What follows belongs to an exercise in optimizing a design on an open flow for small area, a short achievable clock period and few clock cycles per item; a production flow would make more cautious choices. Function was checked by simulation only, so behaviour that the tests miss may differ from the original.

==> v1 <==
==> flow/design.v (excerpt) <==
module cubic_spline_temporal_upsampler_core #(
  parameter int unsigned MAX_SAMPLES = 64,
  parameter int unsigned FRAC_BITS   = 16
) (
  input  logic                       clk_i,
  input  logic                       rst_ni,
  input  logic                       in_valid_i,
  output logic                       in_ready_o,
  input  logic                       in_cmd_i,
  input  logic [csu_pkg::PIX_W-1:0]  in_sample_i,
  input  logic                       in_last_i,
  output logic                       out_valid_o,
  input  logic                       out_ready_i,
  output logic [csu_pkg::PIX_W-1:0]  out_pixel_o,
  output logic                       out_seg_end_o,
  output logic                       out_seq_end_o,
  output logic                       out_error_o,
  input  logic                       cfg_valid_i,
  output logic                       cfg_ready_o,
  input  logic [csu_pkg::Q_W-1:0]    cfg_q_i
);
  localparam int unsigned CW = csu_pkg::C_W;
  localparam int unsigned EW = csu_pkg::E_W;
  localparam int unsigned OD = csu_pkg::OQ_D;
  logic [7:0]          y_mem [64];
  logic [CW-1:0]       c_mem [62];      
  logic [5:0]  qreg_q;
  logic        cfg_d1_q;
  logic [5:0]  pq_q;
  logic [10:0] pq_q2;
  logic [16:0] pq_m;
  ...
export LEC_CHECK = 0
export CAP_MARGIN = 20
export CORE_MARGIN = 2
export CORE_UTILIZATION = 30
export SETUP_SLACK_MARGIN = 5
export SLEW_MARGIN = 20
create_clock -name core_clock -period 12.0 [get_ports {clk_i}]
run.sh (not shown) runs the stock make flow with config.mk's settings and CLKGATE_MAP_FILE= SYNTH_SCRIPT=/design/flow/synth_recipe.tcl, a recipe that flattens the netlist after the stock synthesis.
==> v13 (differences from v1) <==
- ABC_CLOCK_PERIOD_IN_PS: unset -> 5000
- SETUP_SLACK_MARGIN: 5 -> unset
==> metrics.cfg <==
[status]
outcome = no timing/DRC/antenna violations

[final_layout]
fin_cells = 25300

[placement]
hpwl_um = 385000

(the above is from v1)
==> metrics.cfg <==
[status]
outcome = no timing/DRC/antenna violations

[yosys]
yosys_register_bits = 3041
synth_commonest_cells = edfxtp_1 (2763), inv_1 (1380), a21oi_1 (1158)

[final_layout]
fin_cells = 24400

[routing]
topRoutingLayerUsed = met5

[placement]
hpwl_um = 383000

(the above is from v13)
Testbench counts of v1, summed over its fixed seeds: cycles 9,179, items 5,529.
Testbench counts of v13, summed over its fixed seeds: cycles 9,179, items 5,529.

* * *

==> inputs of v25 <==
cubic_spline_temporal_upsampler_core, a different RTL version from the one above (not shown whole).
==> flow/config.mk <==
export PLATFORM = sky130hd
export DESIGN_NAME = cubic_spline_temporal_upsampler_core
export DESIGN_NICKNAME = cubic_spline_temporal_upsampler_core
export VERILOG_FILES = /design/flow/design.v
export SDC_FILE = /design/flow/constraint.sdc
export NUM_CORES = 4
export LEC_CHECK = 0
export CAP_MARGIN = 20
export CORE_MARGIN = 2
export CORE_UTILIZATION = 30
export SETUP_SLACK_MARGIN = 5
export SLEW_MARGIN = 20
==> flow/constraint.sdc <==
create_clock -name core_clock -period 12.0 [get_ports {clk_i}]
set_input_delay 2.4000 -clock core_clock [delete_from_list [all_inputs] [get_ports {clk_i}]]
set_output_delay 2.4000 -clock core_clock [all_outputs]
set_load 0.01 [all_outputs]
==> inputs of v11, as changes to v25 <==
==> flow/flow/run.sh (new file) <==
#!/bin/bash
# The standard layout, with ORFS's timing repair aiming 8 ns below the
# clock period instead of at it. Everything else is the standard flow.
set -euo pipefail
export SETUP_SLACK_MARGIN=8
bash standard.sh > flow_standard.log 2>&1
==> flow/standard.sh (new file) <==
#!/bin/bash
# synth_recipe.tcl (not shown) runs the flow's synth.tcl, then flattens the netlist and writes it again
# the make line also repeats each setting of config.mk as NAME=value (left out here)
make -C /OpenROAD-flow-scripts/flow DESIGN_CONFIG=/design/flow/config.mk WORK_HOME=/design/flow/orfs CLKGATE_MAP_FILE= SYNTH_SCRIPT=/design/flow/synth_recipe.tcl "${@:-finish}"
Settings changed: SETUP_SLACK_MARGIN 5 to not set.
removed: flow/run.sh
==> comparison <==
Between v25 and v11, the lower via count is in v25 (gap 8.4%, measured against v11).
Of v25 and v11, v11 has the higher non-clock buffer count (gap 1375).
Die area is the same in v11 and v25.
Against v11, the clock skew of v25 is higher by 0.011 ns.
Flip-flop and latch count is the same in v11 and v25.
Between v25 and v11, the lower worst setup slack is in v25 (gap 0.75 ns).
In area after synthesis, v25 and v11 do not differ.
In synthesized cell count, v11 and v25 do not differ.
Of v11 and v25, v25 has the higher sequential share of layout area (gap 5.1 points).
==> figures <==
item                                                                          v11             v25
Run status                                                         finished clean  finished clean
Wirelength per Cell                                                       27.6 um         25.6 um
Share of the cycle needed by the critical path after routing                52.7%           59.0%
Met2 usage                                                                  31.7%           29.7%
Wire length of the first global-routing pass                              1030 mm          939 mm
Fraction of the core area covered by cells at the end of the flow           38.4%           33.7%
Highest net fanout along the worst path                                        15              45
Upper clock frequency limit                                               158 MHz         141 MHz
Via count                                                                  150000          137000
Minimum clock period after layout                                         6.33 ns         7.08 ns
Clock network contribution to total cell area                               4.21%           4.70%
Non-clock buffers, area share                                               8.53%           1.71%
HPWL after DPL                                                             455 mm          452 mm
Total clock buffers created by CTS                                            329             328
Total met2 wirelength after detailed routing                               322 mm          296 mm
Layout cells sized above 1                                                  29.9%           12.0%
Worst setup slack after placement                                         3.87 ns         2.81 ns
Area of combinational cells with multiple inputs                      112000 um^2      99700 um^2
Placed insts                                                                24700           24700
Register-to-register path setup slack                                     5.67 ns         4.92 ns
Testbench counts of v25, summed over its fixed seeds: cycles 9,211, items 5,529.
Testbench counts of v11, summed over its fixed seeds: cycles 9,211, items 5,529.

* * *

==> wip/yarrow <==
cubic_spline_temporal_upsampler_core, a different RTL version from the one above (not shown whole).
clock: 12.0 ns
lec_check: 0
cap_margin: 20
core_margin: 2
core_utilization: 30
setup_slack_margin: 5
slew_margin: 20
Stock flow here: none of the scripts above is used.
==> inputs of wip/juniper, as changes to wip/yarrow <==
--- a/flow/design.v
+++ b/flow/design.v
@@ -394,11 +394,11 @@
   assign c_emit   = consume && req_cmd_q;
   assign c_emit_ok_seg = c_emit && !is_err;
   assign l_idx    = solved_q ? 7'd0 : n_q;
   assign l_store  = l_idx < 7'd64;
   assign l_fwd    = l_store && l_idx >= 7'd2;
-  assign bp_start = pend_q && !bp_q && fst_q == 2'd0;
+  assign bp_start = pend_q && !bp_q && (fst_q == 2'd0 || (fst_q == 2'd2 && !fpx_q));
   always_ff @(posedge clk_i or negedge rst_ni) begin
     if (!rst_ni) begin
       req_full_q <= 1'b0;
     end else begin
       if (acc) req_full_q <= 1'b1;
@@ -676,11 +676,11 @@
         end
       end
     end
   end
   always_ff @(posedge clk_i) begin
-    if (bp_start) cnext_q <= cprev_q;
+    if (bp_start) cnext_q <= (fst_q == 2'd2) ? f_c : cprev_q;
     else if (bp_q) cnext_q <= b_cf;
   end
   always_ff @(posedge clk_i or negedge rst_ni) begin
     if (!rst_ni) begin
       e_run_q <= 1'b0;
==> flow/flow/run.sh (new file) <==
#!/bin/bash
# The standard layout, with ORFS's timing repair aiming 7 ns below the
# clock period instead of 5 ns. Everything else is the standard flow.
set -euo pipefail
export SETUP_SLACK_MARGIN=7
bash standard.sh > flow_standard.log 2>&1
==> flow/standard.sh (new file) <==
#!/bin/bash
# synth_recipe.tcl (not shown) runs the flow's synth.tcl, then flattens the netlist and writes it again
# the make line also repeats each setting of config.mk as NAME=value (left out here)
make -C /OpenROAD-flow-scripts/flow DESIGN_CONFIG=/design/flow/config.mk WORK_HOME=/design/flow/orfs CLKGATE_MAP_FILE= SYNTH_SCRIPT=/design/flow/synth_recipe.tcl "${@:-finish}"
--- a/flow/config.mk
+++ b/flow/config.mk
@@ -5,8 +5,7 @@
 export SDC_FILE = /design/flow/constraint.sdc
 export NUM_CORES = 4
 export LEC_CHECK = 0
 export CAP_MARGIN = 20
 export CORE_MARGIN = 2
-export CORE_UTILIZATION = 30
-export SETUP_SLACK_MARGIN = 5
+export CORE_UTILIZATION = 50
 export SLEW_MARGIN = 20
removed: flow/run.sh
==> inputs of wip/nickel, as changes to wip/yarrow <==
--- a/flow/design.v
+++ b/flow/design.v
@@ -394,11 +394,11 @@
   assign c_emit   = consume && req_cmd_q;
   assign c_emit_ok_seg = c_emit && !is_err;
   assign l_idx    = solved_q ? 7'd0 : n_q;
   assign l_store  = l_idx < 7'd64;
   assign l_fwd    = l_store && l_idx >= 7'd2;
-  assign bp_start = pend_q && !bp_q && fst_q == 2'd0;
+  assign bp_start = pend_q && !bp_q && (fst_q == 2'd0 || (fst_q == 2'd2 && !fpx_q));
   always_ff @(posedge clk_i or negedge rst_ni) begin
     if (!rst_ni) begin
       req_full_q <= 1'b0;
     end else begin
       if (acc) req_full_q <= 1'b1;
@@ -676,11 +676,11 @@
         end
       end
     end
   end
   always_ff @(posedge clk_i) begin
-    if (bp_start) cnext_q <= cprev_q;
+    if (bp_start) cnext_q <= (fst_q == 2'd2) ? f_c : cprev_q;
     else if (bp_q) cnext_q <= b_cf;
   end
   always_ff @(posedge clk_i or negedge rst_ni) begin
     if (!rst_ni) begin
       e_run_q <= 1'b0;
==> flow/flow/run.sh (new file) <==
#!/bin/bash
# The standard layout, with ORFS's timing repair aiming 6.5 ns below the
# clock period instead of 5 ns. Everything else is the standard flow.
set -euo pipefail
export SETUP_SLACK_MARGIN=6.5
bash standard.sh > flow_standard.log 2>&1
==> flow/standard.sh (new file) <==
#!/bin/bash
# synth_recipe.tcl (not shown) runs the flow's synth.tcl, then flattens the netlist and writes it again
# the make line also repeats each setting of config.mk as NAME=value (left out here)
make -C /OpenROAD-flow-scripts/flow DESIGN_CONFIG=/design/flow/config.mk WORK_HOME=/design/flow/orfs CLKGATE_MAP_FILE= SYNTH_SCRIPT=/design/flow/synth_recipe.tcl "${@:-finish}"
--- a/flow/config.mk
+++ b/flow/config.mk
@@ -6,7 +6,6 @@
 export NUM_CORES = 4
 export LEC_CHECK = 0
 export CAP_MARGIN = 20
 export CORE_MARGIN = 2
 export CORE_UTILIZATION = 30
-export SETUP_SLACK_MARGIN = 5
 export SLEW_MARGIN = 20
removed: flow/run.sh
==> comparison table <==
item                                                              wip/yarrow  wip/juniper   wip/nickel
Critical Path Max Stage Delay                                         590 ps       560 ps       540 ps
Simple-Gate Fraction of Synth Area                                     9.05%        9.24%        9.24%
Post-synthesis xor/xnor area fraction                                  2.68%        2.58%        2.58%
Max_slew headroom                                                      23.1%        22.6%        26.9%
Sequential fraction of total cell area                                 42.8%        41.7%        42.2%
Wirelength per Cell                                                  23.0 um      26.4 um      22.8 um
Final clock skew                                                      142 ps      93.3 ps       100 ps
Number of combinational gates with multiple inputs                     10859        10903        10897
FILL cells                                                             67128        33718        66640
Utilization after layout                                               33.4%        57.1%        33.9%
Via count of the first global-routing pass                            133821       135412       135059
Outcome                                     no timing/DRC/antenna violations  no timing/DRC/antenna violations  no timing/DRC/antenna violations
Startpoint of the most critical hold path                        st_qb_q[11]   st_y_q[30]  st_byp_q[4]
Worst Tran Pin Value                                                 1150 ps      1160 ps      1090 ps
Post-route fraction of the period consumed by the critical path        56.4%        47.6%        47.6%
Routability congestion estimate from global placement                  0.960         1.05        0.952
Crit path buffers/inverters                                                1            7            5
Testbench counts of wip/yarrow, summed over its fixed seeds: cycles 9,307, items 5,529.
Testbench counts of wip/juniper, summed over its fixed seeds: cycles 9,275, items 5,529.
Testbench counts of wip/nickel, summed over its fixed seeds: cycles 9,275, items 5,529.

==> port drivers added, routing unchanged <==
The flow's constraints put no driver on any port. The routed layouts listed below were extracted and timed again, unchanged, in two steps.
Step 1: set_driving_cell puts a clkbuf_16 on clk_i and a buf_2 on each other input, an assumption about the parent block.
Step 2 moves the port delays by t, midway between the first and last clock arrival at a register: inputs arrive t later, outputs are due t later. That takes back most of the time a late clock gives input paths.
a / b / c = ideal ports / drivers / drivers and shift; a / b = the first two.
run	t (ns)	setup slack, ns	hold slack, ns	clock arrival spread, ns
v1	1.078	2.634 / 2.634 / 2.634	0.334 / 0.334 / 0.334	0.134 / 0.135
v13	1.063	0.946 / 0.946 / 0.946	0.340 / 0.340 / 0.340	0.089 / 0.089
v25	1.083	4.918 / 4.918 / 4.918	0.332 / 0.332 / 0.332	0.102 / 0.102
v11	1.109	5.673 / 5.673 / 5.673	0.342 / 0.342 / 0.342	0.093 / 0.093
wip/yarrow	1.103	5.226 / 5.100 / 5.377	0.313 / 0.313 / 0.313	0.142 / 0.142
wip/juniper	1.073	6.294 / 6.294 / 6.261	0.296 / 0.296 / 0.296	0.098 / 0.098
wip/nickel	1.079	6.290 / 6.290 / 5.923	0.322 / 0.322 / 0.322	0.103 / 0.103
After both steps every run listed still meets setup and hold. The setup slack of wip/nickel, which loses most, moves by 0.000 ns with the drivers and by -0.367 ns with both steps.
